What follows belongs to an exercise in optimizing a design on an open flow for small area and few clock cycles; a production flow would make more cautious choices.
The RTL was checked by simulation tests, not by an equivalence proof against the original design.
The clock port is modelled as an ideal driver, which makes a skipped or thinned clock tree look cheaper than it is; a real chip needs a root buffer or a tree.
Power is estimated from default activity; no workload was simulated.

// bmp_stream_to_rgb565_pixels
module bmp_stream_to_rgb565_pixels
(
    input  wire logic         clk,
    input  wire logic         rst_n,
    input  wire logic         in_valid,
    output logic              in_ready,
    input  wire logic [7:0]   in_data,
    input  wire logic         in_file_start,
    output logic              out_valid,
    input  wire logic         out_ready,
    output logic [1:0]        out_kind,
    output logic [15:0]       out_color,
    output logic [11:0]       out_x,
    output logic [11:0]       out_y,
    output logic              out_visible,
    output logic              out_row_end,
    output logic              out_image_done,
    input  wire logic         cfg_valid,
    output logic              cfg_ready,
    input  wire logic [1:0]   cfg_index,
    input  wire logic [10:0]  cfg_data
);
clock: 5.0 ns
lec_check: 0
cap_margin: 20
core_margin: 2
core_utilization: 40
slew_margin: 20
standard.sh (not shown) runs the stock make flow with config.mk's settings and CLKGATE_MAP_FILE= SYNTH_SCRIPT=/design/flow/synth_recipe.tcl, a recipe that flattens the netlist after the stock synthesis.
==> flow/flow/run.sh <==
#!/bin/bash
# Own layout flow: the standard flow, with
#  - synthesis: the standard flow's synthesis script and ORFS's synth.tcl as they are, except that the one
#    ABC technology-mapping call uses flow/abc_area.script (area-recovering mapping) instead of
#    ORFS's speed script; registers are mapped before ABC and are untouched by it,
#  - the port buffers made as sky130_fd_sc_hd__buf_1 instead of the default pick,
#  - the clock tree built by flow/clock_tree.tcl (one level of four clkbuf_16 buffers) in place
#    of clock_tree_synthesis's H-tree.
# The full output of the run goes to standard.log in this folder; ORFS keeps each step's own
# log under orfs/logs/.
set -euo pipefail
W=$(pwd)
line='  log_cmd abc {*}$abc_args'
[[ $(grep -cxF "$line" "$FLOW_HOME/scripts/synth.tcl") == 1 ]]
awk -v s="$W/flow/abc_area.script" -v l="$line" \
  '$0 == l { print "  set abc_args [lreplace $abc_args 1 1 " s "]" } { print }' \
  "$FLOW_HOME/scripts/synth.tcl" > "$W/synth_area.tcl"
src='source $::env(SCRIPTS_DIR)/synth.tcl'
[[ $(grep -cxF "$src" synth_recipe.tcl) == 1 ]]
awk -v s="source $W/synth_area.tcl" -v l="$src" '{ print ($0 == l ? s : $0) }' \
  synth_recipe.tcl > "$W/synth_recipe_area.tcl"
bash standard.sh \
  "SYNTH_SCRIPT=$W/synth_recipe_area.tcl" \
  "BUFFER_PORTS_ARGS=-buffer_cell sky130_fd_sc_hd__buf_1" \
  "PRE_CTS_TCL=$W/flow/clock_tree.tcl" \
  finish > standard.log 2>&1
Other scripts of this flow, unchanged in this note and not shown: flow/flow/abc_area.script, flow/flow/clock_tree.tcl
The starting point passed the timing, design-rule and antenna checks.
Testbench counts at the start, summed over its fixed seeds: cycles 73,616.
==> next run, changes <==
--- a/flow/design.v
+++ b/flow/design.v
@@ -5,24 +5,24 @@
     function automatic logic [11:0] inc12(input logic [11:0] a);
         logic c;
         c = 1'b1;
         for (int i = 0; i < 12; i++)
         begin
             inc12[i] = a[i] ^ c;
             c        = c & a[i];
         end
     endfunction
-    function automatic logic [11:0] dec12(input logic [11:0] a);
+    function automatic logic [10:0] dec11(input logic [10:0] a);
         logic b;
         b = 1'b1;
-        for (int i = 0; i < 12; i++)
+        for (int i = 0; i < 11; i++)
         begin
-            dec12[i] = a[i] ^ b;
+            dec11[i] = a[i] ^ b;
             b        = b & ~a[i];
         end
     endfunction
     function automatic logic [15:0] dec16(input logic [15:0] a);
         logic b;
         b = 1'b1;
         for (int i = 0; i < 16; i++)
         begin
             dec16[i] = a[i] ^ b;
@@ -126,68 +126,68 @@
         .cfg_valid  (cfg_valid),
         .cfg_index  (cfg_index),
         .cfg_data   (cfg_data),
         .origin_x   (origin_x),
         .origin_y   (origin_y),
         .keyed_mode (keyed)
     );
     logic        valid;
     logic [11:0] col,  col_n;
-    logic [11:0] rows, rows_n;
-    logic [11:0] wid,  wid_n;
+    logic [10:0] rows, rows_n;
+    logic [10:0] wid,  wid_n;
     logic [15:0] cnt,  cnt_n;
     logic [3:0]  clr;
     logic [15:0] color, color_n;
     logic        fa,   fa_n;
     logic        fb,   fb_n;
     logic        b16,  b16_n;
     logic        b32,  b32_n;
     logic        accept;
     logic        res;
     logic        hdr;
     logic [4:0]  hp;
     logic [11:0] col_inc;
-    logic [11:0] rows_dec;
+    logic [10:0] rows_dec;
     logic [15:0] cnt_dec;
     logic        row_end;
     logic        last_row;
     logic        done;
     logic        dead;
     logic        last_lane;
     logic        started;
     logic        pix_byte;
     logic [3:0]  lane_dec;
     logic [1:0]  pad;
     logic        fmt_bad;
     logic        size_bad;
     assign in_ready = !valid || out_ready;
     assign accept   = in_valid && in_ready;
     assign col_inc  = bmpd_pkg::inc12(col);
-    assign rows_dec = bmpd_pkg::dec12(rows);
+    assign rows_dec = bmpd_pkg::dec11(rows);
     assign cnt_dec  = bmpd_pkg::dec16(cnt);
     assign hp  = in_file_start ? 5'd1 : col[4:0];
     assign hdr = in_file_start || (col[11] && (col[4:0] != 5'h1F));
-    assign row_end   = (col == wid);
-    assign last_row  = (rows == 12'd0);
+    assign row_end   = (col == {1'b0, wid});
+    assign last_row  = (rows == 11'd0);
     assign started   = !col[11];
     assign color     = {cnt[15:4], clr};
     assign pix_byte  = started ? (cnt[3:2] == 2'b11) : (cnt == 16'd15);
     assign lane_dec  = bmpd_pkg::dec4(cnt[3:0]);
     assign done      = row_end && last_row && !((cnt[3:2] == 2'b11) && (cnt[1:0] != 2'b11));
     assign dead      = fa || fb || done;
     assign last_lane = b16 ? (cnt[1:0] == 2'd2) :
                        b32 ? (cnt[1:0] == 2'd0) :
                              (cnt[1:0] == 2'd1);
     assign pad       = b16 ? {!wid[0], 1'b0} :
                        b32 ? 2'd0 :
                              {wid[1] ^ wid[0], !wid[0]};
     assign fmt_bad  = fa || (in_data != 8'h00);
-    assign size_bad = fb || rows[11] || wid[11];
+    assign size_bad = fb;
     always_comb
     begin
         col_n  = col;
         rows_n = rows;
         wid_n  = wid;
         cnt_n  = cnt;
         color_n = color;
         fa_n   = fa;
         fb_n   = fb;
@@ -236,20 +236,21 @@
                         fa_n = 1'b1;
                     end
                 end
                 5'd19, 5'd23:    
                 begin
                     rows_n[7:0] = in_data;
                 end
                 5'd20, 5'd24:    
                 begin
-                    rows_n[11:8] = in_data[3:0];
-                    if (in_data[7:4] != 4'h0)
+                    rows_n[10:8] = in_data[2:0];
+                    if ((in_data[7:4] != 4'h0) ||
+                        (in_data[3] != ((in_data[2:0] == 3'd0) && (rows[7:0] == 8'd0))))
                     begin
                         fb_n = 1'b1;
                     end
                 end
                 5'd21:       
                 begin
                     rows_n = rows_dec;
                     if (in_data != 8'h00)
                     begin
@@ -363,15 +364,15 @@
         end
     end
     logic pix;
     assign pix            = !(fa || fb);
     assign out_valid      = valid;
     assign out_kind       = {fa, fb};
     assign out_color      = !pix   ? 16'h0000 :
                             keyed  ? color : {color[7:0], color[15:8]};
     assign out_x          = pix ? bmpd_pkg::add11(origin_x, col[10:0])  : 12'h000;
-    assign out_y          = pix ? bmpd_pkg::add11(origin_y, rows[10:0]) : 12'h000;
+    assign out_y          = pix ? bmpd_pkg::add11(origin_y, rows) : 12'h000;
     assign out_visible    = pix && !(keyed && (color == bmpd_pkg::KEY_COLOR));
     assign out_row_end    = pix && row_end;
     assign out_image_done = pix && row_end && last_row;
 endmodule
 `default_nettype wire
The changed run passed the timing, design-rule and antenna checks.
Via count is about the same.
Final area went down by 1.8%.
Setup slack stays flat.
Clock skew hardly moves.
Sequential cell count went down by 2.
Total power went up by 1.0%.
Synthesized cell count went down by 2.0%.
Fmax hardly moves.
Hold slack gets worse by 0.012 ns.
Testbench counts after the change, summed over its fixed seeds: cycles 73,616.
No run of this note takes its clock network from TritonCTS; it comes from the design's own scripts or RTL.

[afterwards: timing with drivers on the ports]
How much do the figures lean on ideal ports? The routed layouts below were timed once more, with nothing changed but the port constraints.
Step 1, drivers: a clkbuf_16 drives clk and a buf_2 each remaining input, both assumed.
Step 2, shift: input delay + t, output delay - t, t = (earliest + latest rising clock arrival at the registers) / 2. This alone moves slack from input paths to output paths.
Slacks: no drivers / after step 1 / after step 2; pairs: no drivers / after step 1.
| run | shift t [ns] | setup slack, ns | clock arrival spread, ns | worst register clock-pin slew, ns | worst data-port slew with drivers (ns) |
|---|---|---|---|---|---|
| the first run | 0.238 | 0.170 / 0.084 / 0.322 | 0.016 / 0.016 | 0.10 / 0.10 | 0.03 |
| the second run | 0.236 | 0.167 / 0.081 / 0.318 | 0.014 / 0.015 | 0.09 / 0.09 | 0.03 |
After both steps setup and hold are still met in every run listed.
